Source: an optimization exercise on an open RTL-to-GDS flow (aim: small area, a short achievable clock period and few clock cycles per item). Production flows keep margins and buffers that such runs may drop. Function was checked by simulation only, so behaviour that the tests miss may differ from the original. Power is estimated from default activity; no workload was simulated.

==> flow/design.v <==
`timescale 1ns / 1ps
package rmts_pkg;
  localparam int unsigned InDataW  = 72;
  localparam int unsigned OutDataW = 176;
  localparam int unsigned MaskW    = 8;
  localparam logic REQ_LOAD = 1'b0;
  localparam logic REQ_TICK = 1'b1;
  localparam logic [1:0] KIND_CONT   = 2'd0;
  localparam logic [1:0] KIND_START  = 2'd1;
  localparam logic [1:0] KIND_RESUME = 2'd2;
  function automatic logic [31:0] inc32(input logic [31:0] a);
    logic [31:0] r;
    for (int i = 0; i < 32; i++) begin
      r[i] = a[i] ^ ((i == 0) ? 1'b1 : &(a | ~((32'd1 << i) - 32'd1)));
    end
    inc32 = r;
  endfunction
  function automatic logic [31:0] add32(input logic [31:0] a, input logic [31:0] b,
                                        input logic ci);
    logic [31:0] p, g, pp, gg, gn, pn;
    p  = a ^ b;
    g  = a & b;
    gg = g;
    pp = p;
    gg[0] = g[0] | (p[0] & ci);
    for (int d = 1; d < 32; d = d * 2) begin
      gn = gg;
      pn = pp;
      for (int i = d; i < 32; i++) begin
        gn[i] = gg[i] | (pp[i] & gg[i-d]);
        pn[i] = pp[i] & pp[i-d];
      end
      gg = gn;
      pp = pn;
    end
    add32 = p ^ {gg[30:0], ci};
  endfunction
  function automatic logic [31:0] add_small(input logic [31:0] a, input logic [3:0] b);
    logic [4:0]  lo;
    logic [27:0] hi;
    logic [31:0] ia;
    lo = {1'b0, a[3:0]} + {1'b0, b};
    ia = inc32({4'd0, a[31:4]});
    hi = lo[4] ? ia[27:0] : a[31:4];
    add_small = {hi, lo[3:0]};
  endfunction
  function automatic logic [31:0] add_small2(input logic [31:0] a, input logic [3:0] b,
                                             input logic sub);
    logic [4:0]  lo0, lo1, lo;
    logic [27:0] hi;
    logic [31:0] ia;
    lo0 = {1'b0, a[3:0]} + {1'b0, b};
    lo1 = {1'b0, a[3:0]} + {1'b0, b} - 5'd1;
    lo  = sub ? lo1 : lo0;
    ia  = inc32({4'd0, a[31:4]});
    hi  = lo[4] ? ia[27:0] : a[31:4];
    add_small2 = {hi, lo[3:0]};
  endfunction
  function automatic logic [3:0] pc8(input logic [7:0] b);
    logic s0, c0, s1, c1, s2, c2, t0, d0, u, e1, v, e2;
    s0 = b[0] ^ b[1] ^ b[2];
    c0 = (b[0] & b[1]) | (b[0] & b[2]) | (b[1] & b[2]);
    s1 = b[3] ^ b[4] ^ b[5];
    c1 = (b[3] & b[4]) | (b[3] & b[5]) | (b[4] & b[5]);
    s2 = b[6] ^ b[7];
    c2 = b[6] & b[7];
    t0 = s0 ^ s1 ^ s2;
    d0 = (s0 & s1) | (s0 & s2) | (s1 & s2);
    u  = c0 ^ c1 ^ c2;
    e1 = (c0 & c1) | (c0 & c2) | (c1 & c2);
    v  = u ^ d0;
    e2 = u & d0;
    pc8 = {e1 & e2, e1 ^ e2, v, t0};
  endfunction
  function automatic logic gt16(input logic [15:0] a, input logic [15:0] b,
                                input logic ge);
    logic [15:0] gg, ee, gn, en;
    gg = a & ~b;
    ee = ~(a ^ b);
    gg[0] = gg[0] | (ee[0] & ge);
    for (int d = 1; d < 16; d = d * 2) begin
      gn = gg;
      en = ee;
      for (int i = d; i < 16; i++) begin
        gn[i] = gg[i] | (ee[i] & gg[i-d]);
        en[i] = ee[i] & ee[i-d];
      end
      gg = gn;
      ee = en;
    end
    gt16 = gg[15];
  endfunction
endpackage
`timescale 1ns / 1ps
module rmts_ctrl (
  input  logic clk_i,
  input  logic rst_ni,
  input  logic in_valid_i,
  output logic in_ready_o,
  output logic take_o,
  output logic req_valid_o,
  output logic proc_o,
  output logic out_valid_o,
  input  logic out_ready_i
);
  logic req_valid_q, out_valid_q, full_q;
  logic req_valid_d, out_valid_d;
  assign proc_o      = req_valid_q && (!out_valid_q || out_ready_i);
  assign in_ready_o  = !full_q || out_ready_i;
  assign take_o      = in_valid_i && in_ready_o;
  assign req_valid_o = req_valid_q;
  assign out_valid_o = out_valid_q;
  always_comb begin
    req_valid_d = in_ready_o ? in_valid_i : req_valid_q;
    out_valid_d = proc_o ? 1'b1 : (out_ready_i ? 1'b0 : out_valid_q);
  end
  always_ff @(posedge clk_i or negedge rst_ni) begin
    if (!rst_ni) begin
      req_valid_q <= 1'b0;
      out_valid_q <= 1'b0;
      full_q      <= 1'b0;
    end else begin
      req_valid_q <= req_valid_d;
      out_valid_q <= out_valid_d;
      full_q      <= req_valid_d && out_valid_d;
    end
  end
endmodule
`timescale 1ns / 1ps
module rmts_datapath (
  input  logic                          clk_i,
  input  logic                          rst_ni,
  input  logic                          take_i,
  input  logic                          proc_i,
  input  logic                          req_type_i,
  input  logic [2:0]                    slot_i,
  input  logic [15:0]                   task_id_i,
  input  logic [15:0]                   exec_time_i,
  input  logic [15:0]                   period_i,
  input  logic [15:0]                   job_count_i,
  output logic [rmts_pkg::OutDataW-1:0] out_data_o
);
  localparam int NT = 8;
  logic [15:0] id_q   [NT];
  logic [15:0] exec_q [NT];
  logic [15:0] per_q  [NT];
  logic [15:0] cnt_q  [NT];
  logic [15:0] rem_q  [NT];
  logic [15:0] jobs_q [NT];
  logic [31:0] wait_q [NT];
  logic [NT-1:0] fresh_q;
  logic [NT-1:0] rone, cone, jone;
  logic [NT-1:0] beat_q [NT];
  logic [NT-1:0] act_q, rdy_q, seen_q, cur_q, mask_q;
  logic [NT-1:0] rdy_b, mpre;
  logic          sw_q, fin_q;
  logic [31:0]   time_q, done_q, miss_q, wsum_q;
  logic        busy_q, pre_q;
  logic [15:0] run_id_q, pre_id_q, cur_id_q;
  logic [1:0]  kind_q;
  logic          is_load;
  logic [15:0]   ld_id, ld_exec, ld_per, ld_jobs;
  logic [NT-1:0] ld_oh;
  logic          ld_act, ld_eone, ld_pone, ld_jone;
  always_ff @(posedge clk_i) begin
    if (take_i) begin
      is_load <= (req_type_i == rmts_pkg::REQ_LOAD);
      for (int i = 0; i < NT; i++) begin
        ld_oh[i] <= (slot_i == 3'(i));
      end
      ld_id   <= task_id_i;
      ld_exec <= (exec_time_i == 16'd0) ? 16'd1 : exec_time_i;
      ld_per  <= (period_i == 16'd0) ? 16'd1 : period_i;
      ld_jobs <= job_count_i;
      ld_act  <= (job_count_i != 16'd0);
      ld_eone <= (exec_time_i <= 16'd1);
      ld_pone <= (period_i <= 16'd1);
      ld_jone <= (job_count_i == 16'd1);
    end
  end
  logic [NT-1:0] p_win, below;
  logic [31:0]   ld_sub, wsum_ld;
  always_comb begin
    for (int i = 0; i < NT; i++) begin
      below[i] = |(ld_oh >> (i + 1));
      p_win[i] = rmts_pkg::gt16(ld_per, per_q[i], below[i]);
    end
  end
  always_comb begin
    ld_sub = '0;
    for (int i = 0; i < NT; i++) begin
      ld_sub = ld_sub | ((ld_oh[i] && seen_q[i]) ? wait_q[i] : 32'd0);
    end
  end
  assign wsum_ld = rmts_pkg::add32(wsum_q, ~ld_sub, 1'b1);
  logic [NT-1:0] rone_n, cone_n, jone_n, sel, fin_v, miss_v, dec, rel, rdy_n,
                 winc, act_n, cur_n, rdy_b_n, mpre_n;
  logic          any, fresh_sel, pre, sw_n, fin_any, fin_m, sel_b;
  logic [15:0]   run_id;
  logic [1:0]    kind;
  logic [3:0]    mcnt, bcnt;
  always_comb begin
    for (int i = 0; i < NT; i++) begin
      sel[i] = rdy_q[i];
      for (int j = 0; j < NT; j++) begin
        if (j < i) sel[i] = sel[i] && !(rdy_q[j] && beat_q[j][i]);
        if (j > i) sel[i] = sel[i] && !(rdy_q[j] && !beat_q[i][j]);
      end
    end
    any = |rdy_q;
    for (int i = 0; i < NT; i++) begin
      fin_v[i]  = sel[i] && rone[i];
      miss_v[i] = mpre[i] && !fin_v[i];
      dec[i]    = fin_v[i] || miss_v[i];
      rel[i]    = fin_v[i] ? (cone[i] && !jone[i])
                           : (cone[i] && act_q[i] && !(rdy_q[i] && jone[i]));
      rdy_n[i]  = fin_v[i] ? (cone[i] && !jone[i]) : rdy_b[i];
      winc[i]   = any && !sel[i] && rdy_b[i];
      act_n[i]  = dec[i] ? !jone[i] : act_q[i];
      cur_n[i]  = any ? (sel[i] && !rone[i] && !cone[i]) : cur_q[i];
      cone_n[i] = cone[i] ? (per_q[i] == 16'd1) : (cnt_q[i] == 16'd2);
      rone_n[i] = rel[i] ? (exec_q[i] == 16'd1)
                         : (sel[i] ? (rem_q[i] == 16'd2) : rone[i]);
      jone_n[i] = dec[i] ? (jobs_q[i] == 16'd2) : jone[i];
      rdy_b_n[i] = cone_n[i] ? (rdy_n[i] ? !jone_n[i] : act_n[i]) : rdy_n[i];
      mpre_n[i]  = cone_n[i] && rdy_n[i];
    end
    run_id = '0;
    for (int i = 0; i < NT; i++) begin
      if (sel[i]) run_id = run_id | id_q[i];
    end
    fresh_sel = |(sel & fresh_q);
    pre       = any && (|cur_q) && !(|(cur_q & sel));
    kind      = (any && (sw_q || pre)) ? (fresh_sel ? rmts_pkg::KIND_START
                                                    : rmts_pkg::KIND_RESUME)
                                       : rmts_pkg::KIND_CONT;
    sw_n      = any ? (|(sel & (rone | cone))) : sw_q;
    fin_any   = |fin_v;
    mcnt = rmts_pkg::pc8(mpre);
    bcnt = rmts_pkg::pc8(rdy_b);
    fin_m = |(fin_v & mpre);
    sel_b = |(sel & rdy_b);
  end
  logic [31:0] time_inc, done_inc, miss_add, wsum_add;
  assign time_inc = rmts_pkg::inc32(time_q);
  assign done_inc = rmts_pkg::inc32(done_q);
  assign miss_add = rmts_pkg::add_small2(miss_q, mcnt, fin_m);
  assign wsum_add = rmts_pkg::add_small2(wsum_q, bcnt, sel_b);
  assign out_data_o = {2'b00, wsum_q, miss_q, done_q, ~(|act_q), mask_q,
                       fin_q, kind_q, pre_id_q, pre_q, run_id_q, busy_q, time_q};
  always_ff @(posedge clk_i or negedge rst_ni) begin
    if (!rst_ni) begin
      act_q  <= '0;
      rdy_q  <= '0;
      rdy_b  <= '0;
      mpre   <= '0;
      seen_q <= '0;
      cur_q  <= '0;
      mask_q <= '0;
      sw_q   <= 1'b1;
      fin_q  <= 1'b0;
      time_q <= '0;
      done_q <= '0;
      miss_q <= '0;
      wsum_q <= '0;
    end else if (proc_i) begin
      if (is_load) begin
        for (int i = 0; i < NT; i++) begin
          if (ld_oh[i]) begin
            act_q[i]  <= ld_act;
            rdy_q[i]  <= ld_act;
            rdy_b[i]  <= ld_act && !(ld_pone && ld_jone);
            mpre[i]   <= ld_act && ld_pone;
            seen_q[i] <= 1'b1;
          end
        end
        mask_q <= '0;
        fin_q  <= 1'b0;
        wsum_q <= wsum_ld;
        cur_q  <= cur_q & ~ld_oh;
        if (|(cur_q & ld_oh)) sw_q <= 1'b1;
      end else begin
        act_q  <= act_n;
        rdy_q  <= rdy_n;
        rdy_b  <= rdy_b_n;
        mpre   <= mpre_n;
        cur_q  <= cur_n;
        mask_q <= miss_v;
        fin_q  <= fin_any;
        sw_q   <= sw_n;
        time_q <= time_inc;
        if (fin_any) done_q <= done_inc;
        miss_q <= miss_add;
        if (any) wsum_q <= wsum_add;
      end
    end
  end
  always_ff @(posedge clk_i) begin
    if (proc_i) begin
      if (is_load) begin
        busy_q   <= 1'b0;
        run_id_q <= '0;
        pre_q    <= 1'b0;
        pre_id_q <= '0;
        kind_q   <= rmts_pkg::KIND_CONT;
        for (int i = 0; i < NT; i++) begin
          if (ld_oh[i]) begin
            id_q[i]    <= ld_id;
            exec_q[i]  <= ld_exec;
            per_q[i]   <= ld_per;
            cnt_q[i]   <= ld_per;
            rem_q[i]   <= ld_exec;
            jobs_q[i]  <= ld_jobs;
            wait_q[i]  <= '0;
            fresh_q[i] <= 1'b1;
            cone[i]    <= ld_pone;
            rone[i]    <= ld_eone;
            jone[i]    <= ld_jone;
          end
        end
        for (int i = 0; i < NT; i++) begin
          for (int j = i + 1; j < NT; j++) begin
            if (ld_oh[i]) beat_q[i][j] <= !p_win[j];
            if (ld_oh[j]) beat_q[i][j] <= p_win[i];
          end
        end
      end else begin
        busy_q   <= any;
        run_id_q <= run_id;
        pre_q    <= pre;
        pre_id_q <= pre ? cur_id_q : 16'd0;
        kind_q   <= kind;
        if (any) cur_id_q <= run_id;
        cone <= cone_n;
        rone <= rone_n;
        jone <= jone_n;
        for (int i = 0; i < NT; i++) begin
          cnt_q[i] <= cone[i] ? per_q[i] : (cnt_q[i] - 16'd1);
          if (rel[i]) begin
            rem_q[i]   <= exec_q[i];
            fresh_q[i] <= 1'b1;
          end else if (sel[i]) begin
            rem_q[i]   <= rem_q[i] - 16'd1;
            fresh_q[i] <= 1'b0;
          end
          if (dec[i]) jobs_q[i] <= jobs_q[i] - 16'd1;
          if (winc[i]) wait_q[i] <= rmts_pkg::inc32(wait_q[i]);
        end
      end
    end
  end
endmodule
`timescale 1ns / 1ps
module rate_monotonic_tick_scheduler #(
  parameter int unsigned MAX_TASKS = 8
) (
  input  logic                          clk_i,
  input  logic                          rst_ni,
  input  logic                          s_axis_tvalid_i,
  output logic                          s_axis_tready_o,
  input  logic [rmts_pkg::InDataW-1:0]  s_axis_tdata_i,
  input  logic                          s_axis_tuser_i,
  output logic                          m_axis_tvalid_o,
  input  logic                          m_axis_tready_i,
  output logic [rmts_pkg::OutDataW-1:0] m_axis_tdata_o
);
  logic take, req_valid, proc;
  rmts_ctrl u_ctrl (
    .clk_i      (clk_i),
    .rst_ni     (rst_ni),
    .in_valid_i (s_axis_tvalid_i),
    .in_ready_o (s_axis_tready_o),
    .take_o     (take),
    .req_valid_o(req_valid),
    .proc_o     (proc),
    .out_valid_o(m_axis_tvalid_o),
    .out_ready_i(m_axis_tready_i)
  );
  rmts_datapath u_datapath (
    .clk_i      (clk_i),
    .rst_ni     (rst_ni),
    .take_i     (take),
    .proc_i     (proc),
    .req_type_i (s_axis_tuser_i),
    .slot_i     (s_axis_tdata_i[2:0]),
    .task_id_i  (s_axis_tdata_i[18:3]),
    .exec_time_i(s_axis_tdata_i[34:19]),
    .period_i   (s_axis_tdata_i[50:35]),
    .job_count_i(s_axis_tdata_i[66:51]),
    .out_data_o (m_axis_tdata_o)
  );
endmodule
==> flow/flow/run.sh <==
#!/bin/bash
# Layout flow: the standard ORFS flow (standard.sh, unchanged synthesis),
# with three changes to how the layout is optimised:
# - timing repair aims for a larger setup slack margin (5.8 ns) instead of 5;
# - clock tree synthesis inserts no dummy loads;
# - the port buffers are buf_2 cells.
# make's full output goes to flow_make.log; each ORFS step keeps its own log
# under orfs/logs/.
set -uo pipefail
export CTS_ARGS="-sink_clustering_enable -repair_clock_nets -dont_use_dummy_load -sink_clustering_size 12 -sink_clustering_max_diameter 50 -buf_list sky130_fd_sc_hd__clkbuf_8"
export BUFFER_PORTS_ARGS="-buffer_cell sky130_fd_sc_hd__buf_2"
bash standard.sh SETUP_SLACK_MARGIN=5.8 finish > flow_make.log 2>&1
status=$?
echo "standard.sh exited with $status"
exit $status
==> flow/standard.sh <==
#!/bin/bash
# synth_recipe.tcl (not shown) runs the flow's synth.tcl, then flattens the netlist and writes it again
# the make line also repeats each setting of config.mk as NAME=value (left out here)
make -C /OpenROAD-flow-scripts/flow DESIGN_CONFIG=/design/flow/config.mk WORK_HOME=/design/flow/orfs CLKGATE_MAP_FILE= SYNTH_SCRIPT=/design/flow/synth_recipe.tcl "${@:-finish}"
==> flow/config.mk <==
export PLATFORM = sky130hd
export DESIGN_NAME = rate_monotonic_tick_scheduler
export DESIGN_NICKNAME = rate_monotonic_tick_scheduler
export VERILOG_FILES = /design/flow/design.v
export SDC_FILE = /design/flow/constraint.sdc
export NUM_CORES = 4
export LEC_CHECK = 0
export ABC_CLOCK_PERIOD_IN_PS = 4000
export CAP_MARGIN = 20
export CORE_MARGIN = 2
export CORE_UTILIZATION = 55
export CTS_BUF_LIST = sky130_fd_sc_hd__clkbuf_8
export CTS_CLUSTER_DIAMETER = 50
export CTS_CLUSTER_SIZE = 12
export SETUP_SLACK_MARGIN = 5
export SLEW_MARGIN = 20
==> flow/constraint.sdc <==
create_clock -name core_clock -period 10.0 [get_ports {clk_i}]
set_input_delay 2.0000 -clock core_clock [delete_from_list [all_inputs] [get_ports {clk_i}]]
set_output_delay 2.0000 -clock core_clock [all_outputs]
set_load 0.01 [all_outputs]
==> results by group, run 1 <==
Power and ir drop
  • P_leak: 29.1 nW
  • VDD IR max: 189 uV
  • Total Power: 15.3 mW
  • PwrDens: 192 mW/mm^2

Synth
  • Ranking of synthesized cells by area: edfxtp_1, dfrtp_1, ha_1, xnor2_1, o21ai_0
  • Post-synth top area share: 50.5%
  • Syn. warnings: 10
  • Distinct cells, synth: 89
  • Syn Inst Count: around 6500
  • Ys flop type: edfxtp_1
  • EDFF count, synth: around 1200
  • Yosys top cell by area: edfxtp_1
  • Ys async rst share: 13.5%
  • Syn Area/Cell: approximately 11 sq um
  • Seq/Total Area, Yosys: 57.1%
  • Post-Syn Area: roughly 0.072 sq mm
  • Top cell types by occurrence after synthesis: edfxtp_1, nand2_1, nor2_1
  • Yosys reg bits: 1402
  • Most frequent cell after synthesis: edfxtp_1

Layout
  • Final core occ: approximately 61%
  • Layout Nets: 7200
  • Register area: 0.0412 sq mm
  • Multi-input logic area: 0.0296 sq mm
  • Share of cells above drive strength 1: 12.0%
  • Final instance area: between 0.07 and 0.08 sq mm
  • # fillers: 10700
  • Non-filler cells, final: around 8600
  • P&R area growth vs syn: 10.4%

Worst setup path
  • Reg-to-reg endpoint: u_datapath.wsum_q[19]
  • Req. time, crit path: around 8 ns
  • CP max-delay cell: nand2b_4
  • FF-to-FF setup slack: 5.74 ns
  • CP Max Fanout: 2
  • Critical Path AT: 2.35 ns
  • R2r startpoint: u_datapath.rdy_b[0]
  • Startpoint types: input port
  • Worst path max stage delay: 0.13 ns
  • CP most frequent cell: buf_6
  • Reg2reg path depth: 19
  • CP Class: input port to primary output
  • Crit. Startpoint: m_axis_tready_i
  • Buf/Inv on CP: 2
  • CP delay by family, top: buffers and inverters
  • Endpoint class of the critical path: primary output
  • Worst path cell trace: buf_6 > nand2b_4 > buf_6

STA
  • Relative slew slack: a little over a fifth
  • Min cycle time layout: 4.35 ns
  • RSZ-0062 raised after global routing: yes
  • Max-slew violation count: 0
  • Setup-failing EPs final: 0
  • Worst-margin pin slew: between 1 and 1.5 ns
  • Period utilisation layout: a little over two fifths
  • Final WS setup: 5.65 ns
  • Hold Vio Cnt, Final: 0
  • Hold WS: 0.459 ns
  • Worst Skew: 0.0600 ns
  • Fin Setup TNS: 0 ns
  • Peak Freq: 230 MHz

Placed design
  • Placed Cells: 8316
  • Placement Setup Slack: 3.93 ns
  • Port bufs: 247
  • Placed cell areas: 0.0755 sq mm
  • Post-DP HPWL: 134000 microns
  • GP Congestion: 0.918

Flow run
  • Max-cap viol count: 0

Floorplan
  • Die footprint: ~0.13 sq mm
  • CORE AREA: 0.130 sq mm
  • Num ports: roughly 260
  • Die height: 366 microns
  • Initial Utilization: 55.6%
  • Num rows: 132
  • Die width: between 300 and 400 microns

Route
  • Post-route antenna net violation count: 0
  • Final WL: 207000 microns
  • Pre-antenna DRT Iters: 7
  • Vias/cell: 6.17
  • Via count: 52900
  • WL/cell: 24.2 microns
  • Initial DRC Count: between 5000 and 6000
  • Drt drc: 0

Global routing
  • Initial antenna violation count: 11
  • Total gr overflow: 0
  • Vias in the first global route: 50400
  • Global-route wire length before repair: 310000 microns
  • Global-route usage over all layers: 30.3%
  • Pin count of the biggest net entering global routing: between 150 and 200

Clocking
  • Num CTS Buffers: around 160
  • Cts hold-fix bufs: 0
  • Root buffer cell: clkbuf_8
  • Worst skew pair latency: 0.89 ns
  • CTS Buffer Depth: 3
  • CTS Sinks: around 1400
  • H-tree levels: 4
  • TritonCTS clock tree: yes
  • Clock Pin Slew Worst Setup and Hold Paths: roughly 0.06 ns

Hold path
  • Hold/Removal Path Class: flop to flop
  • Hold path startpoint: u_datapath.miss_q[31]
  • Worst Hold End: u_datapath.miss_q[31]
  • Hold depth: 1

Outcome
  • Run status: timing/DRC/antenna clean
[logic make-up (layout without fill, tap and decap cells)]
logic type      Yosys count  after routing  synth area share [%]
compound gates         1468           1468                  12.3
xor+xnor                580            580                  7.05
fa+ha+maj               293            293                  5.20
buf+inv                 571            901                  3.02
flops                  1402           1402                  57.1
mux                      41             41                 0.607
other cells               1              9               0.00520
simple gates           2141           2141                  14.8
[worst reg2reg max path: stages (launching register included)]
cell     delay (ns)
dfrtp_1        0.45
fa_1           0.58
inv_2          0.05
fa_1           0.37
inv_2          0.08
ha_4           0.20
ha_1           0.29
a21o_1         0.21
a21oi_2        0.15
buf_4          0.14
nor3b_2        0.04
o21ai_1        0.17
a31oi_1        0.08
xor2_1         0.17
buf_4          0.16
a21o_4         0.23
buf_12         0.15
or4_1          0.40
a21oi_1        0.13
a221o_1        0.12
[where the power goes]
group	leakage, nW	switching [mW]	internal (mW)
combinational	14.2	2.53	1.85
clock	1.18	1.97	1.45
sequential	13.7	0.539	6.98
[registers in the layout, indices dropped and copies added, names as in the netlist, 16 cells and up]
name,cells
u_datapath.pre_id_q,16
u_datapath.per_q,128
u_datapath.id_q,128
u_datapath.wait_q,256
u_datapath.done_q,32
u_datapath.wsum_q,32
u_datapath.ld_id,16
u_datapath.beat_q,28
u_datapath.ld_per,16
u_datapath.ld_jobs,16
u_datapath.jobs_q,128
u_datapath.cnt_q,128
u_datapath.time_q,32
u_datapath.run_id_q,16
u_datapath.rem_q,128
u_datapath.miss_q,32
u_datapath.ld_exec,16
u_datapath.cur_id_q,16
u_datapath.exec_q,128
[repair_timing]
action,4_1_cts,5_1_grt
gates resized for setup,101,106
setup endpoints to repair,286,110
gates cloned,6,4
hold endpoints to repair,0,0
setup buffers,46,32
pin swaps,37,70
[cell usage in the layout (no fill, tap or decap), drive strengths merged, types with 175 or more instances in the layout]
master  instances
nand3         175
nor2          525
nand2         535
a21oi         452
a22oi         175
buf           435
inv           285
o21ai         503
nor3          182
edfxtp       1213
xor2          210
ha            282
xnor2         370
dfrtp         188
[how the worst max path moves through the flow]
stage	to	cells after the start
after floorplan	u_datapath.jobs_q[5][0]	6
after detailed placement	u_datapath.rem_q[0][8]	8
after global routing	u_datapath.wsum_q[29]	17
after global placement	u_datapath.rem_q[0][6]	8
after CTS	s_axis_tready_o	3
final	s_axis_tready_o	3
[layout make-up]
type	count	share of cell area (%)
flip-flops and latches	1402	51.7
multi-input cells	4525	37.2
repair buffers	443	4.04
clock buffers	164	2.84
well taps	1742	2.74
inverters	294	1.46
diodes	7	0.0220
[per-layer routing]
layer	GRT usage, %	vias up	part of all wire (%)
met4	8.22	2	2.6
met2	49.9	2045	48
met3	4.86	311	7.4
met5	0	-	0.0048
met1	41.8	26100	42
li1	-	24400	-
Testbench counts, summed over its fixed seeds: cycles 12,816, items 12,800.
==> inputs of run 2 (changes only) <==
--- a/flow/flow/run.sh
+++ b/flow/flow/run.sh
@@ -3,3 +3,3 @@
 # with three changes to how the layout is optimised:
-# - timing repair aims for a larger setup slack margin (5.8 ns) instead of 5;
+# - timing repair aims for a larger setup slack margin (5.7 ns) instead of 5;
 # - clock tree synthesis inserts no dummy loads;
@@ -11,3 +11,3 @@
 export BUFFER_PORTS_ARGS="-buffer_cell sky130_fd_sc_hd__buf_2"
-bash standard.sh SETUP_SLACK_MARGIN=5.8 finish > flow_make.log 2>&1
+bash standard.sh SETUP_SLACK_MARGIN=5.7 finish > flow_make.log 2>&1
 status=$?
--- a/flow/config.mk
+++ b/flow/config.mk
@@ -10,3 +10,3 @@
 export CORE_MARGIN = 2
-export CORE_UTILIZATION = 55
+export CORE_UTILIZATION = 65
 export CTS_BUF_LIST = sky130_fd_sc_hd__clkbuf_8
==> run 2 against run 1 <==
Effect of this change: power down 3.1%; critical path depth up 14; cell count down 3.3%; first-iteration DRC count up 19%; highest routed layer unchanged.
==> results by group, run 2 <==
Placed design
  • Post-DP HPWL: 129000 microns (-4.0%)
  • Placed cell areas: 0.0751 sq mm (-0.49%)
  • GP Congestion: 0.934 (+1.7%)
  • Port bufs: 247 (unchanged)
  • Placement Setup Slack: 4.45 ns (+0.517 ns)

Floorplan
  • Die footprint: 0.114 sq mm (-15%)
  • Die height: 337 microns (-7.9%)
  • Die width: 337 microns (-7.9%)
  • Num rows: 122 (-7.6%)
  • Initial Utilization: 65.3% (+9.8 points)
  • Num ports: 255 (unchanged)
  • CORE AREA: 0.110 sq mm (-15%)

Synth
  • EDFF count, synth: 1213 (unchanged)
  • Most frequent cell after synthesis: edfxtp_1
  • Yosys reg bits: 1402 (unchanged)
  • Post-Syn Area: 0.0721 sq mm (unchanged)
  • Ys flop type: edfxtp_1
  • Syn Inst Count: 6497 (unchanged)
  • Post-synth top area share: 50.5% (unchanged)
  • Syn. warnings: 10 (unchanged)
  • Ys async rst share: 13.5% (unchanged)
  • Top cell types by occurrence after synthesis: edfxtp_1, nand2_1, nor2_1
  • Seq/Total Area, Yosys: 57.1% (unchanged)
  • Syn Area/Cell: 11.1 sq um (unchanged)
  • Ranking of synthesized cells by area: edfxtp_1, dfrtp_1, ha_1, xnor2_1, o21ai_0
  • Distinct cells, synth: 89 (unchanged)
  • Yosys top cell by area: edfxtp_1

Clocking
  • Worst skew pair latency: 0.88 ns (about the same)
  • Root buffer cell: clkbuf_8
  • CTS Buffer Depth: 3 (unchanged)
  • CTS Sinks: 1402 (unchanged)
  • Cts hold-fix bufs: 0 (unchanged)
  • Clock Pin Slew Worst Setup and Hold Paths: 0.07 ns (about the same)
  • H-tree levels: 4 (unchanged)
  • TritonCTS clock tree: yes
  • Num CTS Buffers: 158 (-3.7%)

Route
  • Met2 wire length: 92200 microns (-6.6%)
  • Pre-antenna DRT Iters: 6 (-1)
  • WL/cell: 24.0 microns (-0.76%)
  • Initial DRC Count: 6507 (+19%)
  • Via count: 53300 (+0.76%)
  • Post-route antenna net violation count: 0 (unchanged)
  • Met1 WL: 79900 microns (-9.1%)
  • Wire length on met3: 19100 microns (+24%)
  • Vias/cell: 6.43 (+4.2%)
  • Final WL: 199000 microns (-4.1%)
  • Drt drc: 0 (unchanged)
  • Top sig layer: met5

STA
  • Worst Skew: 0.0763 ns (+0.0163 ns)
  • Setup-failing EPs final: 0 (unchanged)
  • Max-slew violation count: 0 (unchanged)
  • Hold Vio Cnt, Final: 0 (unchanged)
  • Relative slew slack: 16.8% (-4.7 points)
  • Min cycle time layout: 4.35 ns (+0.00531 ns)
  • Fin Setup TNS: 0 ns (unchanged)
  • Hold WS: 0.471 ns (+0.0123 ns)
  • Final WS setup: 5.65 ns (-0.00531 ns)
  • RSZ-0062 raised after global routing: yes
  • Worst-margin pin slew: 1.24 ns (+0.0769 ns)
  • Period utilisation layout: 43.5% (+0.053 points)
  • Peak Freq: 230 MHz (-0.12%)

Flow run
  • Max-cap viol count: 0 (unchanged)

Worst setup path
  • Startpoint types: flop
  • Worst path max stage delay: 0.57 ns (+0.44 ns)
  • Critical path depth in cells: 17 (+14)
  • Critical Path AT: 5.06 ns (+2.71 ns)
  • CP most frequent cell: a221o_1
  • CP Max Fanout: 6 (+4)
  • R2r startpoint: u_datapath.ld_oh[1]
  • FF-to-FF setup slack: 5.65 ns (-0.09 ns)
  • Worst path cell trace: and2_4 > buf_12 > a22o_1 > or4_4 > inv_4 > ha_4 > nor2b_4 > o31ai_2 > buf_4 > a21oi_4 > a41oi_2 > o211ai_1 > a221o_1 > a311oi_2 > o21ai_1 > xor2_1 > a221o_1
  • Crit. Startpoint: u_datapath.ld_oh[1]
  • Endpoint class of the critical path: flop
  • Buf/Inv on CP: 3 (+1)
  • CP max-delay cell: or4_4
  • Reg-to-reg endpoint: u_datapath.wsum_q[29]
  • CP Class: flop to flop
  • Reg2reg path depth: 17 (-2)
  • CP delay by family, top: compound AO/OA/AOI/OAI gates
  • Req. time, crit path: 10.71 ns (+2.71 ns)
  • End point of the critical path: u_datapath.wsum_q[29]

Global routing
  • Global-route usage over all layers: 34.2% (+3.9 points)
  • Initial antenna violation count: 9 (-2)
  • Global-route wire length before repair: 295000 microns (-4.8%)
  • Pin count of the biggest net entering global routing: 178 (+2.3%)
  • Vias in the first global route: 50600 (+0.33%)
  • Total gr overflow: 0 (unchanged)

Layout
  • Biggest register: u_datapath.wait_q
  • Multi-input logic area: 0.0293 sq mm (-1.0%)
  • P&R area growth vs syn: 8.92%
  • Share of cells above drive strength 1: 10.8% (-1.2 points)
  • Register area: 0.0412 sq mm (about the same)
  • Final instance area: 0.0786 sq mm (-1.3%)
  • Max reg flops: 256 (unchanged)
  • Layout Nets: 7166 (-0.47%)
  • Most frequent cells in the layout: edfxtp_1, nand2_1, nor2_1, o21ai_0, a21oi_1
  • Most common cell after layout, fill and taps aside: edfxtp_1
  • # fillers: 8204 (-23%)

Power and ir drop
  • VDD IR max: 206 uV (+8.8%)
  • P_leak: 28.8 nW (-0.95%)
  • Total Power: 14.8 mW (-3.1%)
  • PwrDens: 189 mW/mm^2 (-1.8%)

Outcome
  • Run status: timing/DRC/antenna clean

Hold path
  • Hold/Removal Path Class: flop to flop
[run 2: cell counts after synthesis]
No cell type changed its count.
[run 2: routing by layer]
layer	GRT usage [%]	up-vias
li1	-	24400
met1	46.5	26000
met2	54.6	2513
met3	6.61	431
met4	13.6	6
met5	0	-
[run 2: per-stage QoR]
step                      util, %  cells
after global placement       68.1   8059
after CTS                    70.5   8247
after global routing         71.2   8285
final                        71.2   8290
after detailed placement     68.1   8059
after floorplan                 -   6498
[run 2: power breakdown]
group	leakage, nW	internal (mW)	switching, mW
registers	13.7	6.98	0.532
clock network	1.14	1.40	1.92
logic	14.0	1.62	2.39
[run 2: timing repair]
item | in CTS | in global routing
gates cloned | 2 | 8
pin swaps | 13 | 36
setup buffers | 28 | 23
hold endpoints to repair | 0 | 0
resized for setup | 53 | 64
endpoints found under the setup margin | 230 | 101
[run 2: worst min-delay path by stage]
stage                               from                   end  slack [ns]  cells past startpoint
finish              u_datapath.seen_q[3]  u_datapath.seen_q[3]        0.47                      1
floorplan           u_datapath.seen_q[7]  u_datapath.seen_q[7]        0.43                      1
detailed placement  u_datapath.seen_q[1]  u_datapath.seen_q[1]        0.45                      1
CTS                 u_datapath.seen_q[3]  u_datapath.seen_q[3]        0.47                      1
global route        u_datapath.seen_q[3]  u_datapath.seen_q[3]        0.48                      1
global placement    u_datapath.seen_q[4]  u_datapath.seen_q[4]        0.44                      1
[run 2: area by class of cell]
class	count	share of cell area [%]
diodes	8	0.0255
clock buffers	158	2.77
inverters	294	1.46
multi-input cells	4527	37.3
flip-flops and latches	1402	52.4
well taps	1488	2.37
repair buffers	412	3.65
repair inverters	1	0.00637
[run 2: logic make-up after synthesis]
group,count (synthesis),share of synthesized area [%]
mux,41,0.607
flops,1402,57.1
compound gates,1468,12.3
simple gates,2141,14.8
xor+xnor,580,7.05
buf+inv,571,3.02
other cells,1,0.00520
fa+ha+maj,293,5.20
==> inputs of run 3 (changes only) <==
--- a/flow/design.v
+++ b/flow/design.v
@@ -76,17 +76,8 @@
                                 input logic ge);
-    logic [15:0] gg, ee, gn, en;
-    gg = a & ~b;
-    ee = ~(a ^ b);
-    gg[0] = gg[0] | (ee[0] & ge);
-    for (int d = 1; d < 16; d = d * 2) begin
-      gn = gg;
-      en = ee;
-      for (int i = d; i < 16; i++) begin
-        gn[i] = gg[i] | (ee[i] & gg[i-d]);
-        en[i] = ee[i] & ee[i-d];
-      end
-      gg = gn;
-      ee = en;
+    logic c;
+    c = ge;
+    for (int i = 0; i < 16; i++) begin
+      c = (a[i] & ~b[i]) | (a[i] & c) | (~b[i] & c);
     end
-    gt16 = gg[15];
+    gt16 = c;
   endfunction
@@ -157,5 +148,4 @@
   logic [31:0]   time_q, done_q, miss_q, wsum_q;
-  logic        busy_q, pre_q;
-  logic [15:0] run_id_q, pre_id_q, cur_id_q;
-  logic [1:0]  kind_q;
+  logic [NT-1:0] run_oh_q, pre_oh_q;
+  logic [1:0]    kind_q;
   logic          is_load;
@@ -198,3 +188,2 @@
   logic          any, fresh_sel, pre, sw_n, fin_any, fin_m, sel_b;
-  logic [15:0]   run_id;
   logic [1:0]    kind;
@@ -227,6 +216,2 @@
     end
-    run_id = '0;
-    for (int i = 0; i < NT; i++) begin
-      if (sel[i]) run_id = run_id | id_q[i];
-    end
     fresh_sel = |(sel & fresh_q);
@@ -248,4 +233,14 @@
   assign wsum_add = rmts_pkg::add_small2(wsum_q, bcnt, sel_b);
+  logic [15:0] run_id_o, pre_id_o;
+  always_comb begin
+    run_id_o = '0;
+    pre_id_o = '0;
+    for (int i = 0; i < NT; i++) begin
+      if (run_oh_q[i]) run_id_o = run_id_o | id_q[i];
+      if (pre_oh_q[i]) pre_id_o = pre_id_o | id_q[i];
+    end
+  end
   assign out_data_o = {2'b00, wsum_q, miss_q, done_q, ~(|act_q), mask_q,
-                       fin_q, kind_q, pre_id_q, pre_q, run_id_q, busy_q, time_q};
+                       fin_q, kind_q, pre_id_o, |pre_oh_q, run_id_o, |run_oh_q,
+                       time_q};
   always_ff @(posedge clk_i or negedge rst_ni) begin
@@ -300,6 +295,4 @@
       if (is_load) begin
-        busy_q   <= 1'b0;
-        run_id_q <= '0;
-        pre_q    <= 1'b0;
-        pre_id_q <= '0;
+        run_oh_q <= '0;
+        pre_oh_q <= '0;
         kind_q   <= rmts_pkg::KIND_CONT;
@@ -327,8 +320,5 @@
       end else begin
-        busy_q   <= any;
-        run_id_q <= run_id;
-        pre_q    <= pre;
-        pre_id_q <= pre ? cur_id_q : 16'd0;
+        run_oh_q <= sel;
+        pre_oh_q <= pre ? cur_q : '0;
         kind_q   <= kind;
-        if (any) cur_id_q <= run_id;
         cone <= cone_n;
==> run 3 against run 2 <==
Effect of this change: largest power group unchanged; fmax down 1.4%; die area down 2.1%; still clean on timing, DRC and antenna; area after synthesis down 2.2%; sequential share of layout area down 0.48 points.
==> results by group, run 3 <==
Synth
  • Complex-gate fraction of the synthesized area: 13.4% (+1.1 points)
  • XOR/XNOR share of the synthesized area: 7.21% (+0.16 points)
  • Distinct cells, synth: 98 (+10%)
  • Seq/Total Area, Yosys: 56.9% (-0.19 points)
  • Fraction of synthesized area in multiplexers: 0.481% (-0.13 points)
  • Post-Syn Area: 0.0706 sq mm (-2.2%)
  • Ranking of synthesized cells by area: edfxtp_1, dfrtp_1, xnor2_1, o21ai_0, a21oi_1
  • Ys flop type: edfxtp_1
  • Yosys reg bits: 1368 (-2.4%)
  • Adder-cell share of the synthesized area: 3.70% (-1.5 points)
  • Top cell types by occurrence after synthesis: edfxtp_1, nor2_1, nand2_1
  • Post-synth top area share: 50.2% (-0.33 points)
  • Syn Inst Count: 6471 (-0.40%)
  • EDFF count, synth: 1179 (-2.8%)
  • Ys async rst share: 13.8% (+0.34 points)
  • Most frequent cell after synthesis: edfxtp_1
  • Post-synthesis simple-gate area fraction: 15.4% (+0.63 points)
  • Largest family of logic cells by synthesized area: simple AND/OR/NAND/NOR gates
  • Syn Area/Cell: 10.9 sq um (-1.8%)
  • Yosys top cell by area: edfxtp_1
  • Syn. warnings: 10 (unchanged)

Worst setup path
  • Req. time, crit path: 10.75 ns (+0.04 ns)
  • Endpoint class of the critical path: flop
  • Reg-to-reg endpoint: u_datapath.wsum_q[31]
  • CP max-delay cell: a2111o_1
  • Critical Path AT: 5.17 ns (+0.11 ns)
  • FF-to-FF setup slack: 5.58 ns (-0.06 ns)
  • Startpoint types: flop
  • CP Class: flop to flop
  • Buf/Inv on CP: 1 (-2)
  • Worst path max stage delay: 0.49 ns (-0.08 ns)
  • Reg2reg path depth: 15 (-2)
  • Worst path cell trace: and2_4 > buf_12 > a22oi_2 > and4_1 > ha_1 > a21o_1 > a21o_1 > a21oi_1 > o21ai_1 > a311o_2 > a2111o_1 > and3_4 > or4_4 > nand4_1 > or3b_1
  • CP delay by family, top: compound AO/OA/AOI/OAI gates
  • CP most frequent cell: a21o_1
  • R2r startpoint: u_datapath.ld_oh[5]
  • CP Max Fanout: 8 (+2)

Floorplan
  • Die height: 333 microns (-1.1%)
  • Die width: 333 microns (-1.1%)
  • Num rows: 120 (-1.6%)
  • Die footprint: 0.111 sq mm (-2.1%)
  • Initial Utilization: 65.7% (+0.38 points)
  • CORE AREA: 0.107 sq mm (-2.7%)
  • Num ports: 255 (unchanged)

Placed design
  • Port bufs: 247 (unchanged)
  • Post-DP HPWL: 136000 microns (+5.5%)
  • GP Congestion: 0.956 (+2.4%)
  • Placement Setup Slack: 4.58 ns (+0.128 ns)

Hold path
  • Hold/Removal Path Class: flop to flop
  • Hold path startpoint: u_datapath.seen_q[2]
  • Worst Hold End: u_datapath.seen_q[2]
  • Hold depth: 1 (unchanged)

Clocking
  • H-tree levels: 4 (unchanged)
  • CTS Buffer Depth: 3 (unchanged)
  • Num CTS Buffers: 150 (-5.1%)
  • Cts hold-fix bufs: 0 (unchanged)
  • Worst skew pair latency: 0.89 ns (about the same)
  • CTS Sinks: 1368 (-2.4%)
  • Root buffer cell: clkbuf_8
  • Clock Pin Slew Worst Setup and Hold Paths: 0.09 ns (+0.02 ns)
  • TritonCTS clock tree: yes

STA
  • Worst Skew: 0.0935 ns (+0.0172 ns)
  • Setup-failing EPs final: 0 (unchanged)
  • Period utilisation layout: 44.2% (+0.64 points)
  • Hold Vio Cnt, Final: 0 (unchanged)
  • Worst-margin pin slew: 1.20 ns (-0.0401 ns)
  • Peak Freq: 226 MHz (-1.4%)
  • Relative slew slack: 19.8% (+2.9 points)
  • Min cycle time layout: 4.42 ns (+0.0639 ns)
  • RSZ-0062 raised after global routing: yes
  • Fin Setup TNS: 0 ns (unchanged)
  • Max-slew violation count: 0 (unchanged)
  • Final WS setup: 5.58 ns (-0.0639 ns)

Flow run
  • Max-cap viol count: 0 (unchanged)

Global routing
  • Pin count of the biggest net entering global routing: 203 (+14%)
  • Vias in the first global route: 51700 (+2.2%)
  • Total gr overflow: 0 (unchanged)
  • Global-route wire length before repair: 312000 microns (+5.7%)
  • Initial antenna violation count: 11 (+2)
  • Global-route usage over all layers: 37.1% (+2.9 points)

Route
  • Drt drc: 0 (unchanged)
  • Final WL: 210000 microns (+5.5%)
  • Initial DRC Count: 7465 (+15%)
  • Vias/cell: 6.70 (+4.2%)
  • WL/cell: 25.7 microns (+7.2%)
  • Post-route antenna net violation count: 0 (unchanged)
  • Pre-antenna DRT Iters: 6 (unchanged)
  • Via count: 54700 (+2.6%)

Outcome
  • Run status: timing/DRC/antenna clean

Layout
  • Most frequent cells in the layout: edfxtp_1, nor2_1, nand2_1, o21ai_0, a21oi_1
  • P&R area growth vs syn: 9.57%
  • Layout Nets: 6998 (-2.3%)
  • Share of cells above drive strength 1: 11.9% (+1.1 points)
  • Max reg flops: 256 (unchanged)
  • Most common cell after layout, fill and taps aside: edfxtp_1
  • Biggest register: u_datapath.wait_q

Power and ir drop
  • Total Power: 14.8 mW (-0.17%)
  • P_leak: 27.4 nW (-5.0%)
  • PwrDens: 192 mW/mm^2 (+1.4%)
  • VDD IR max: 225 uV (+9.5%)
run 3: changes by cell type in the layout (fill, tap and decap cells not counted), moves of 23 or more:
cell      delta
ha_1       -135
a22oi_1    +102
inv_1       -69
nor2_1      +66
maj3_1      +45
edfxtp_1    -34
and2_1      -33
and3_1      -23
nand4_1     +23
run 3: cell type report:
type	count	area (sq um)
antenna	4	10.0
multi-input combinational	4565	29100
timing repair inverter	1	5.00
tap	1403	1760
fill	7662	30000
timing repair buffer	435	3330
sequential	1368	40100
inverter	234	915
clock buffer	150	2060
run 3: timing repair:
item | in CTS | in global routing
gates resized for setup | 117 | 51
setup endpoints to repair | 421 | 72
cloned | 7 | 1
buffers inserted | 68 | 16
pin swaps | 39 | 38
run 3: how the worst max path moves through the flow:
stage | start | end | slack (ns) | cells after the start
6_report | u_datapath.ld_oh[5] | u_datapath.wsum_q[31] | 5.58 | 15
2_1_floorplan | m_axis_tready_i | u_datapath.jobs_q[1][0] | 5.53 | 7
3_3_place_gp | m_axis_tready_i | u_datapath.wsum_q[9] | 4.71 | 12
3_5_place_dp | m_axis_tready_i | u_datapath.wsum_q[31] | 4.58 | 12
4_1_cts | u_datapath.rdy_b[2] | u_datapath.wsum_q[31] | 5.65 | 16
5_1_grt | u_datapath.ld_oh[2] | u_datapath.wsum_q[31] | 5.43 | 16
run 3: routing by layer:
| layer | vias up | routed length (microns) | track usage (%) |
|---|---|---|---|
| li1 | 24400 | - | - |
| met1 | 26600 | 80800 | 50.3 |
| met2 | 3157 | 97200 | 58.9 |
| met3 | 568 | 22200 | 6.77 |
| met4 | 8 | 9580 | 16.3 |
| met5 | - | 60 | 0 |
run 3: cells by family after synthesis:
family,after synthesis
compound gates,1543
xor+xnor,581
fa+ha+maj,211
buf+inv,540
flops,1368
mux,32
other cells,1
simple gates,2195
run 3: through the flow:
step	hold WS, ns	instances	utilization (%)	cell area [sq um]
6_report	0.473	8160	72.0	77300
5_1_grt	0.488	8159	72.0	77300
4_1_cts	0.469	8132	71.6	76800
3_5_place_dp	0.446	7907	68.3	73300
3_3_place_gp	0.443	7904	68.2	73200
2_1_floorplan	0.425	6472	-	70700
run 3: power by group:
group | internal, mW | total, mW | switching (mW)
logic | 1.82 | 4.30 | 2.48
registers | 6.77 | 7.30 | 0.529
clock network | 1.33 | 3.22 | 1.89
total | 9.92 | 14.8 | 4.90
Testbench counts of run 3, summed over its fixed seeds: cycles 12,816, items 12,800.
==> inputs of run 4 (changes only) <==
--- a/flow/flow/run.sh
+++ b/flow/flow/run.sh
@@ -3,3 +3,3 @@
 # with three changes to how the layout is optimised:
-# - timing repair aims for a larger setup slack margin (5.7 ns) instead of 5;
+# - timing repair aims for a larger setup slack margin (5.8 ns) instead of 5;
 # - clock tree synthesis inserts no dummy loads;
@@ -11,3 +11,3 @@
 export BUFFER_PORTS_ARGS="-buffer_cell sky130_fd_sc_hd__buf_2"
-bash standard.sh SETUP_SLACK_MARGIN=5.7 finish > flow_make.log 2>&1
+bash standard.sh SETUP_SLACK_MARGIN=5.8 finish > flow_make.log 2>&1
 status=$?
--- a/flow/config.mk
+++ b/flow/config.mk
@@ -10,3 +10,3 @@
 export CORE_MARGIN = 2
-export CORE_UTILIZATION = 65
+export CORE_UTILIZATION = 55
 export CTS_BUF_LIST = sky130_fd_sc_hd__clkbuf_8
==> run 4 against run 3 <==
Effect of this change: core utilization is 10 points lower; die area increased by 18%; sequential share of layout area is 0.96 points lower; critical path depth increased by 2; clock skew down 0.029 ns; sequential power about the same; non-clock buffer count up 56; cell count up 4.1%; critical path type unchanged; largest cell class unchanged.
==> results by group, run 4 <==
Route
  • Vias/cell: 6.36 (-5.2%)
  • Drt drc: 0 (unchanged)
  • Met2 wire length: 102000 microns (+5.2%)
  • Final WL: 220000 microns (+4.9%)
  • Via count: 54000 (-1.3%)
  • Top sig layer: met5
  • Wire length on met3: 18200 microns (-18%)
  • Met1 WL: 91300 microns (+13%)
  • Initial DRC Count: 6652 (-11%)
  • Pre-antenna DRT Iters: 7 (+1)
  • WL/cell: 25.9 microns (+0.80%)
  • Post-route antenna net violation count: 0 (unchanged)

STA
  • Max-slew violation count: 0 (unchanged)
  • Peak Freq: 227 MHz (+0.49%)
  • RSZ-0062 raised after global routing: yes
  • Worst-margin pin slew: 1.29 ns (+0.0867 ns)
  • Setup-failing EPs final: 0 (unchanged)
  • Period utilisation layout: 44.0% (-0.22 points)
  • Hold Vio Cnt, Final: 0 (unchanged)
  • Worst Skew: 0.0641 ns (-0.0294 ns)
  • Min cycle time layout: 4.40 ns (-0.0216 ns)
  • Fin Setup TNS: 0 ns (unchanged)
  • Relative slew slack: 14.1% (-5.7 points)

Worst setup path
  • CP Max Fanout: 8 (unchanged)
  • CP Class: flop to flop
  • Critical Path AT: 5.16 ns (about the same)
  • Endpoint class of the critical path: flop
  • R2r startpoint: u_datapath.ld_oh[1]
  • Startpoint types: flop
  • FF-to-FF setup slack: 5.60 ns (+0.02 ns)
  • Req. time, crit path: 10.76 ns (about the same)
  • Reg-to-reg endpoint: u_datapath.wsum_q[31]
  • Reg2reg path depth: 17 (+2)

Synth
  • Yosys top cell by area: edfxtp_1
  • Top cell types by occurrence after synthesis: edfxtp_1, nor2_1, nand2_1
  • Syn Area/Cell: 10.9 sq um (unchanged)
  • Syn Inst Count: 6471 (unchanged)
  • Syn. warnings: 10 (unchanged)
  • Yosys reg bits: 1368 (unchanged)
  • Ys async rst share: 13.8% (unchanged)
  • Ys flop type: edfxtp_1
  • Post-synth top area share: 50.2% (unchanged)
  • Seq/Total Area, Yosys: 56.9% (unchanged)
  • Ranking of synthesized cells by area: edfxtp_1, dfrtp_1, xnor2_1, o21ai_0, a21oi_1
  • Distinct cells, synth: 98 (unchanged)
  • Most frequent cell after synthesis: edfxtp_1
  • Post-Syn Area: 0.0706 sq mm (unchanged)
  • EDFF count, synth: 1179 (unchanged)

Clocking
  • Clock Pin Slew Worst Setup and Hold Paths: 0.08 ns (about the same)
  • TritonCTS clock tree: yes
  • CTS Sinks: 1368 (unchanged)
  • Num CTS Buffers: 165 (+10%)
  • Worst skew pair latency: 0.93 ns (+0.04 ns)
  • H-tree levels: 4 (unchanged)
  • Cts hold-fix bufs: 0 (unchanged)
  • CTS Buffer Depth: 3 (unchanged)
  • Root buffer cell: clkbuf_8

Outcome
  • Run status: timing/DRC/antenna clean

Floorplan
  • Num rows: 131 (+9.2%)
  • Die width: 362 microns (+8.6%)
  • Die height: 362 microns (+8.6%)
  • Initial Utilization: 55.4% (-10 points)
  • Num ports: 255 (unchanged)
  • CORE AREA: 0.127 sq mm (+19%)
  • Die footprint: 0.131 sq mm (+18%)

Global routing
  • Vias in the first global route: 50800 (-1.7%)
  • Global-route wire length before repair: 321000 microns (+2.8%)
  • Global-route usage over all layers: 32.7% (-4.4 points)
  • Initial antenna violation count: 12 (+1)
  • Total gr overflow: 0 (unchanged)
  • Pin count of the biggest net entering global routing: 171 (-16%)

Layout
  • Biggest register: u_datapath.wait_q
  • Most frequent cells in the layout: edfxtp_1, nor2_1, nand2_1, o21ai_0, a21oi_1
  • Max reg flops: 256 (unchanged)
  • Share of cells above drive strength 1: 13.6% (+1.7 points)
  • P&R area growth vs syn: 11.7%
  • Final instance area: 0.0788 sq mm (+1.9%)
  • Most common cell after layout, fill and taps aside: edfxtp_1
  • Layout Nets: 7067 (+0.99%)

Hold path
  • Hold depth: 1 (unchanged)
  • Hold/Removal Path Class: flop to flop
  • Hold path startpoint: u_datapath.miss_q[31]
  • Worst Hold End: u_datapath.miss_q[31]

Placed design
  • Port bufs: 247 (unchanged)
  • GP Congestion: 0.930 (-2.8%)
  • Post-DP HPWL: 141000 microns (+3.9%)
  • Placed cell areas: 0.0739 sq mm (+0.74%)

Power and ir drop
  • VDD IR max: 271 uV (+20%)
  • PwrDens: 192 mW/mm^2 (about the same)
  • P_leak: 28.0 nW (+2.1%)

Flow run
  • Max-cap viol count: 0 (unchanged)
==> run 4: worst max-delay path by stage <==
stage / startpoint / to / depth (start not counted)
final: u_datapath.ld_oh[1] / u_datapath.wsum_q[31] / 17
after global routing: u_datapath.ld_oh[1] / u_datapath.wsum_q[31] / 17
after CTS: u_datapath.ld_oh[5] / u_datapath.wsum_q[31] / 17
after detailed placement: u_datapath.rdy_b[1] / u_datapath.wsum_q[9] / 18
after global placement: u_datapath.rdy_b[1] / u_datapath.wsum_q[9] / 18
after floorplan: m_axis_tready_i / u_datapath.jobs_q[1][0] / 7
==> run 4: layout make-up <==
class | count | area, sq um
fill | 10400 | 48600
sequential | 1368 | 40100
multi-input combinational | 4564 | 29400
timing repair buffer | 491 | 3980
clock buffer | 165 | 2270
tap | 1662 | 2080
inverter | 234 | 931
antenna | 7 | 17.5
==> run 4: kinds of logic after synthesis <==
logic type / count (synthesis) / share of synthesized area, %
AOI/OAI and AO/OA: 1543 / 13.4
xor gates and xnor gates: 581 / 7.21
adders and majority gates: 211 / 3.70
buffers and inverters: 540 / 2.95
DFF: 1368 / 56.9
muxes: 32 / 0.481
other: 1 / 0.00531
and+or+nand+nor: 2195 / 15.4
==> run 4: critical path, stage by stage, from the launching register on <==
cell	delay (ns)
edfxtp_1	0.42
and2_4	0.19
buf_12	0.15
buf_12	0.15
buf_4	0.15
a22oi_2	0.18
and4_4	0.25
ha_4	0.21
a21o_1	0.17
a21o_1	0.19
a21oi_2	0.15
nand2_1	0.09
o41a_1	0.42
a2111o_1	0.43
and3_4	0.17
or4_4	0.49
nand4_1	0.08
or3b_1	0.35
==> run 4: metrics by stage <==
| step | cells | hold slack (ns) | util, % | power (mW) | setup slack (ns) |
|---|---|---|---|---|---|
| after floorplan | 6472 | 0.425 | - | 9.68 | 5.53 |
| after global placement | 8194 | 0.441 | 58.0 | 10.8 | 4.55 |
| after detailed placement | 8195 | 0.445 | 58.0 | 10.9 | 4.55 |
| after CTS | 8439 | 0.470 | 61.0 | 14.7 | 5.54 |
| after global routing | 8491 | 0.481 | 61.9 | 15.7 | 5.48 |
| final | 8491 | 0.459 | 61.9 | 15.1 | 5.60 |
==> run 4: report_power, final <==
group          internal (mW)  switching, mW
clock                   1.46           1.95
sequential              6.78          0.516
combinational           1.86           2.53
==> run 4: per-layer routing <==
metal,track usage (%),up-vias
met5,0,-
met4,11.8,8
met3,5.76,452
met2,52.3,2323
met1,45.0,26700
li1,-,24500
==> run 4: what timing repair did <==
action / CTS / global route
pin swaps: 35 / 76
gates resized for setup: 113 / 136
setup buffers: 68 / 39
gates cloned: 11 / 5
setup endpoints to repair: 199 / 219
==> inputs of run 5 (changes only) <==
--- a/flow/design.v
+++ b/flow/design.v
@@ -145,3 +145,2 @@
   logic [NT-1:0] act_q, rdy_q, seen_q, cur_q, mask_q;
-  logic [NT-1:0] rdy_b, mpre;
   logic          sw_q, fin_q;
@@ -185,4 +184,4 @@
   assign wsum_ld = rmts_pkg::add32(wsum_q, ~ld_sub, 1'b1);
-  logic [NT-1:0] rone_n, cone_n, jone_n, sel, fin_v, miss_v, dec, rel, rdy_n,
-                 winc, act_n, cur_n, rdy_b_n, mpre_n;
+  logic [NT-1:0] rone_n, cone_n, jone_n, sel, fin_v, miss_v, dec, rel, rdy_b, rdy_n,
+                 winc, act_n, cur_n, mpre;
   logic          any, fresh_sel, pre, sw_n, fin_any, fin_m, sel_b;
@@ -200,2 +199,3 @@
     for (int i = 0; i < NT; i++) begin
+      mpre[i]   = cone[i] && rdy_q[i];
       fin_v[i]  = sel[i] && rone[i];
@@ -205,2 +205,3 @@
                            : (cone[i] && act_q[i] && !(rdy_q[i] && jone[i]));
+      rdy_b[i]  = cone[i] ? (rdy_q[i] ? !jone[i] : act_q[i]) : rdy_q[i];
       rdy_n[i]  = fin_v[i] ? (cone[i] && !jone[i]) : rdy_b[i];
@@ -213,4 +214,2 @@
       jone_n[i] = dec[i] ? (jobs_q[i] == 16'd2) : jone[i];
-      rdy_b_n[i] = cone_n[i] ? (rdy_n[i] ? !jone_n[i] : act_n[i]) : rdy_n[i];
-      mpre_n[i]  = cone_n[i] && rdy_n[i];
     end
@@ -249,4 +248,2 @@
       rdy_q  <= '0;
-      rdy_b  <= '0;
-      mpre   <= '0;
       seen_q <= '0;
@@ -266,4 +263,2 @@
             rdy_q[i]  <= ld_act;
-            rdy_b[i]  <= ld_act && !(ld_pone && ld_jone);
-            mpre[i]   <= ld_act && ld_pone;
             seen_q[i] <= 1'b1;
@@ -279,4 +274,2 @@
         rdy_q  <= rdy_n;
-        rdy_b  <= rdy_b_n;
-        mpre   <= mpre_n;
         cur_q  <= cur_n;
--- a/flow/flow/run.sh
+++ b/flow/flow/run.sh
@@ -3,3 +3,3 @@
 # with three changes to how the layout is optimised:
-# - timing repair aims for a larger setup slack margin (5.8 ns) instead of 5;
+# - timing repair aims for 6 ns of setup slack margin instead of 5;
 # - clock tree synthesis inserts no dummy loads;
@@ -11,3 +11,3 @@
 export BUFFER_PORTS_ARGS="-buffer_cell sky130_fd_sc_hd__buf_2"
-bash standard.sh SETUP_SLACK_MARGIN=5.8 finish > flow_make.log 2>&1
+bash standard.sh SETUP_SLACK_MARGIN=6 finish > flow_make.log 2>&1
 status=$?
--- a/flow/config.mk
+++ b/flow/config.mk
@@ -10,3 +10,3 @@
 export CORE_MARGIN = 2
-export CORE_UTILIZATION = 55
+export CORE_UTILIZATION = 45
 export CTS_BUF_LIST = sky130_fd_sc_hd__clkbuf_8
==> run 5 against run 4 <==
Effect of this change: register-to-register slack lost 0.36 ns; first-iteration DRC count shrank 17%; global-route usage shrank 6.4 points; core utilization shrank 11 points; routed wire length shrank 2.4%; area after synthesis shrank 0.47%; clock power is essentially flat; sequential cell count shrank 16; largest cell class unchanged; largest power group unchanged; highest routed layer is now met4.
==> results by group, run 5 <==
Power and ir drop
  • Pint: 9.97 mW (-1.2%)
  • Comb pwr share: 29.0% (about the same)
  • P_leak: 27.6 nW (-1.3%)
  • Clock network fraction of design power: 22.7% (about the same)
  • Seq pwr share: 48.3% (about the same)
  • P_sw: 5.04 mW (+0.92%)
  • VDD IR max: 247 uV (-8.8%)
  • PwrDens: 191 mW/mm^2 (-0.46%)
  • Switching part of the total: 33.6% (+0.47 points)
  • Total Power: 15.0 mW (-0.49%)

Synth
  • Seq/Total Area, Yosys: 56.6% (-0.30 points)
  • Syn Inst Count: 6358 (-1.7%)
  • Top cell types by occurrence after synthesis: edfxtp_1, nor2_1, nand2_1
  • Ranking of synthesized cells by area: edfxtp_1, dfrtp_1, xnor2_1, nor2_1, o21ai_0
  • Syn Area/Cell: 11.0 sq um (+1.3%)
  • Adder-cell share of the synthesized area: 3.75% (+0.053 points)
  • Yosys top cell by area: edfxtp_1
  • Post-Syn Area: 0.0702 sq mm (-0.47%)
  • Syn. warnings: 10 (unchanged)
  • Yosys reg bits: 1352 (-1.2%)
  • Distinct cells, synth: 104 (+6.1%)
  • XOR/XNOR share of the synthesized area: 7.19% (-0.017 points)
  • Ys flop type: edfxtp_1
  • Post-synth top area share: 50.4% (+0.24 points)
  • Post-synthesis simple-gate area fraction: 16.0% (+0.54 points)
  • Ys async rst share: 12.8% (-1.0 points)
  • EDFF count, synth: 1179 (unchanged)
  • Largest family of logic cells by synthesized area: simple AND/OR/NAND/NOR gates
  • Fraction of synthesized area in multiplexers: 0.529% (+0.049 points)
  • Complex-gate fraction of the synthesized area: 13.2% (-0.15 points)
  • Most frequent cell after synthesis: edfxtp_1

Layout
  • Most common cell after layout, fill and taps aside: edfxtp_1
  • Final core occ: 51.0% (-11 points)
  • P&R area growth vs syn: 12.2%
  • Most frequent cells in the layout: edfxtp_1, nor2_1, nand2_1, o21ai_0, a21oi_1
  • Biggest register: u_datapath.wait_q
  • Share of cells above drive strength 1: 14.5% (+0.97 points)
  • # fillers: 13700 (+31%)
  • Layout Nets: 6954 (-1.6%)
  • Max reg flops: 256 (unchanged)

Route
  • Final WL: 215000 microns (-2.4%)
  • Vias/cell: 6.07 (-4.6%)
  • WL/cell: 24.5 microns (-5.4%)
  • Via count: 53100 (-1.6%)
  • Post-route antenna net violation count: 0 (unchanged)
  • Initial DRC Count: 5504 (-17%)
  • Drt drc: 0 (unchanged)
  • Pre-antenna DRT Iters: 9 (+2)

Worst setup path
  • Req. time, crit path: 10.74 ns (-0.02 ns)
  • Endpoint class of the critical path: flop
  • FF-to-FF setup slack: 5.24 ns (-0.36 ns)
  • Reg2reg path depth: 19 (+2)
  • R2r startpoint: u_datapath.cone[0]
  • CP max-delay cell: edfxtp_1
  • Worst path max stage delay: 0.58 ns (+0.09 ns)
  • CP most frequent cell: inv_2
  • Worst path cell trace: buf_4 > a21oi_2 > a31oi_2 > inv_2 > fa_1 > inv_2 > fa_2 > ha_4 > inv_2 > fa_2 > ha_2 > inv_2 > a311oi_4 > xnor2_4 > nor2_4 > buf_6 > and3_4 > mux2i_1 > a21oi_1
  • Startpoint types: flop
  • CP Class: flop to flop
  • Crit. Startpoint: u_datapath.cone[0]
  • CP Max Fanout: 7 (-1)
  • End point of the critical path: u_datapath.wsum_q[16]
  • Reg-to-reg endpoint: u_datapath.wsum_q[16]
  • Critical Path AT: 5.49 ns (+0.33 ns)

Floorplan
  • Die height: 399 microns (+10%)
  • Num ports: 255 (unchanged)
  • Num rows: 144 (+9.9%)
  • Die width: 399 microns (+10%)
  • Initial Utilization: 45.4% (-10 points)
  • Die footprint: 0.159 sq mm (+21%)
  • CORE AREA: 0.155 sq mm (+21%)

STA
  • Min cycle time layout: 4.76 ns (+0.360 ns)
  • Worst-margin pin slew: 1.15 ns (-0.132 ns)
  • Relative slew slack: 22.8% (+8.7 points)
  • Worst Skew: 0.129 ns (+0.0653 ns)
  • Setup-failing EPs final: 0 (unchanged)
  • Fin Setup TNS: 0 ns (unchanged)
  • Hold Vio Cnt, Final: 0 (unchanged)
  • Max-slew violation count: 0 (unchanged)
  • RSZ-0062 raised after global routing: yes
  • Period utilisation layout: 47.6% (+3.6 points)
  • Peak Freq: 210 MHz (-7.6%)

Global routing
  • Initial antenna violation count: 5 (-7)
  • Pin count of the biggest net entering global routing: 140 (-18%)
  • Vias in the first global route: 50700 (-0.21%)
  • Global-route wire length before repair: 317000 microns (-1.3%)
  • Global-route usage over all layers: 26.2% (-6.4 points)
  • Total gr overflow: 0 (unchanged)

Placed design
  • Post-DP HPWL: 138000 microns (-2.5%)
  • Port bufs: 247 (unchanged)
  • GP Congestion: 0.898 (-3.4%)

Clocking
  • TritonCTS clock tree: yes
  • Root buffer cell: clkbuf_8
  • Worst skew pair latency: 0.97 ns (+0.04 ns)
  • CTS Sinks: 1352 (-1.2%)
  • Clock Pin Slew Worst Setup and Hold Paths: 0.08 ns (about the same)
  • H-tree levels: 4 (unchanged)
  • CTS Buffer Depth: 3 (unchanged)
  • Num CTS Buffers: 165 (unchanged)
  • Cts hold-fix bufs: 0 (unchanged)

Outcome
  • Run status: timing/DRC/antenna clean

Hold path
  • Hold/Removal Path Class: flop to flop
  • Hold path startpoint: u_datapath.miss_q[31]

Flow run
  • Max-cap viol count: 0 (unchanged)
[run 5: final cells by class]
type                       instances  area (sq um)  share of cell area (%)
multi-input combinational       4511         29700                    37.7
sequential                      1352         39700                    50.5
timing repair buffer             481          3670                    4.65
tap                             2044          2560                    3.25
antenna                            4          10.0                  0.0127
clock buffer                     165          2270                    2.88
inverter                         200           801                    1.02
[run 5: cell families after synthesis]
| logic type | count (synthesis) |
|---|---|
| AND/OR/NAND/NOR | 2200 |
| AO/OA/AOI/OAI | 1484 |
| flip-flops | 1352 |
| XOR/XNOR | 576 |
| buffers and inverters | 498 |
| adder cells (fa/ha/maj) | 213 |
| multiplexers | 34 |
| other | 1 |
[run 5: worst min-delay path by stage]
stage	cells after the start	slack, ns	endpoint
finish	1	0.46	u_datapath.miss_q[31]
global route	1	0.48	u_datapath.seen_q[0]
floorplan	1	0.43	u_datapath.seen_q[7]
global placement	1	0.44	u_datapath.seen_q[6]
CTS	1	0.47	u_datapath.done_q[31]
detailed placement	1	0.44	u_datapath.seen_q[0]
[run 5: worst max-delay path, delay by kind of cell, from the launching register on]
| family | cells | cell delay, ns |
|---|---|---|
| and+or+nand+nor | 2 | 0.42 |
| xor gates and xnor gates | 1 | 0.22 |
| adders and majority gates | 5 | 1.95 |
| DFF | 1 | 0.58 |
| muxes | 1 | 0.18 |
| AOI/OAI and AO/OA | 4 | 0.68 |
| buffers and inverters | 6 | 0.53 |
[run 5: what timing repair did]
item / 4_1_cts / 5_1_grt
pin swaps: 77 / 80
gates cloned: 6 / 3
setup endpoints to repair: 243 / 128
gates resized for setup: 139 / 93
buffers inserted: 95 / 33
[run 5: power groups by stage]
stage	registers, mW	clock network (mW)	logic [mW]
2_1_floorplan	7.19	0	2.61
3_3_place_gp	7.37	0	3.59
3_5_place_dp	7.39	0	3.66
4_1_cts	7.23	3.48	4.12
5_1_grt	7.30	3.68	4.73
6_report	7.25	3.41	4.36
[run 5: layer usage]
layer	track usage, %	vias up	wire length (microns)
met3	4.96	457	17300
met4	9.98	0	8540
met1	35.4	26100	90200
met2	42.0	2274	98600
met5	0	-	0
li1	-	24300	-
[run 5: through the flow]
step	cells	hold WS [ns]	worst slack [ns]	area, sq um
floorplan	6359	0.425	5.73	70600
global placement	8446	0.443	4.08	74000
detailed placement	8447	0.445	3.95	74000
CTS	8713	0.468	5.36	77900
global route	8755	0.480	5.10	78800
finish	8757	0.458	5.24	78800
Testbench counts of run 5, summed over its fixed seeds: cycles 12,816, items 12,800.

what the ideal ports hide:
In the flow no input, the clock included, has a driving cell. The finished layouts below were timed again as built, in two steps.
Step 1 assumes that a clkbuf_16 drives the clock port and a buf_2 every other input.
Step 2 moves the port delays by t, midway between the first and last clock arrival at a register: inputs arrive t later, outputs are due t later. That takes back most of the time a late clock gives input paths.
a / b / c = ideal ports / drivers / drivers and shift; a / b = the first two.
run	t, ns	setup slack, ns	clock arrival spread, ns	slew at the worst register clock pin (ns)	pins driven straight from the clock port
run 1	0.952	5.650 / 5.588 / 4.957	0.070 / 0.070	0.09 / 0.09	1
run 2	0.920	5.645 / 5.606 / 4.777	0.081 / 0.081	0.09 / 0.09	1
run 3	0.915	5.581 / 5.581 / 4.842	0.094 / 0.093	0.10 / 0.10	1
run 4	0.973	5.603 / 5.603 / 4.925	0.071 / 0.072	0.09 / 0.09	1
run 5	0.979	5.243 / 5.243 / 5.161	0.142 / 0.143	0.09 / 0.09	1
After both steps setup and hold are still met in every run listed. For run 2, which loses most, drivers alone change the setup slack by -0.039 ns; drivers and shift together by -0.868 ns.
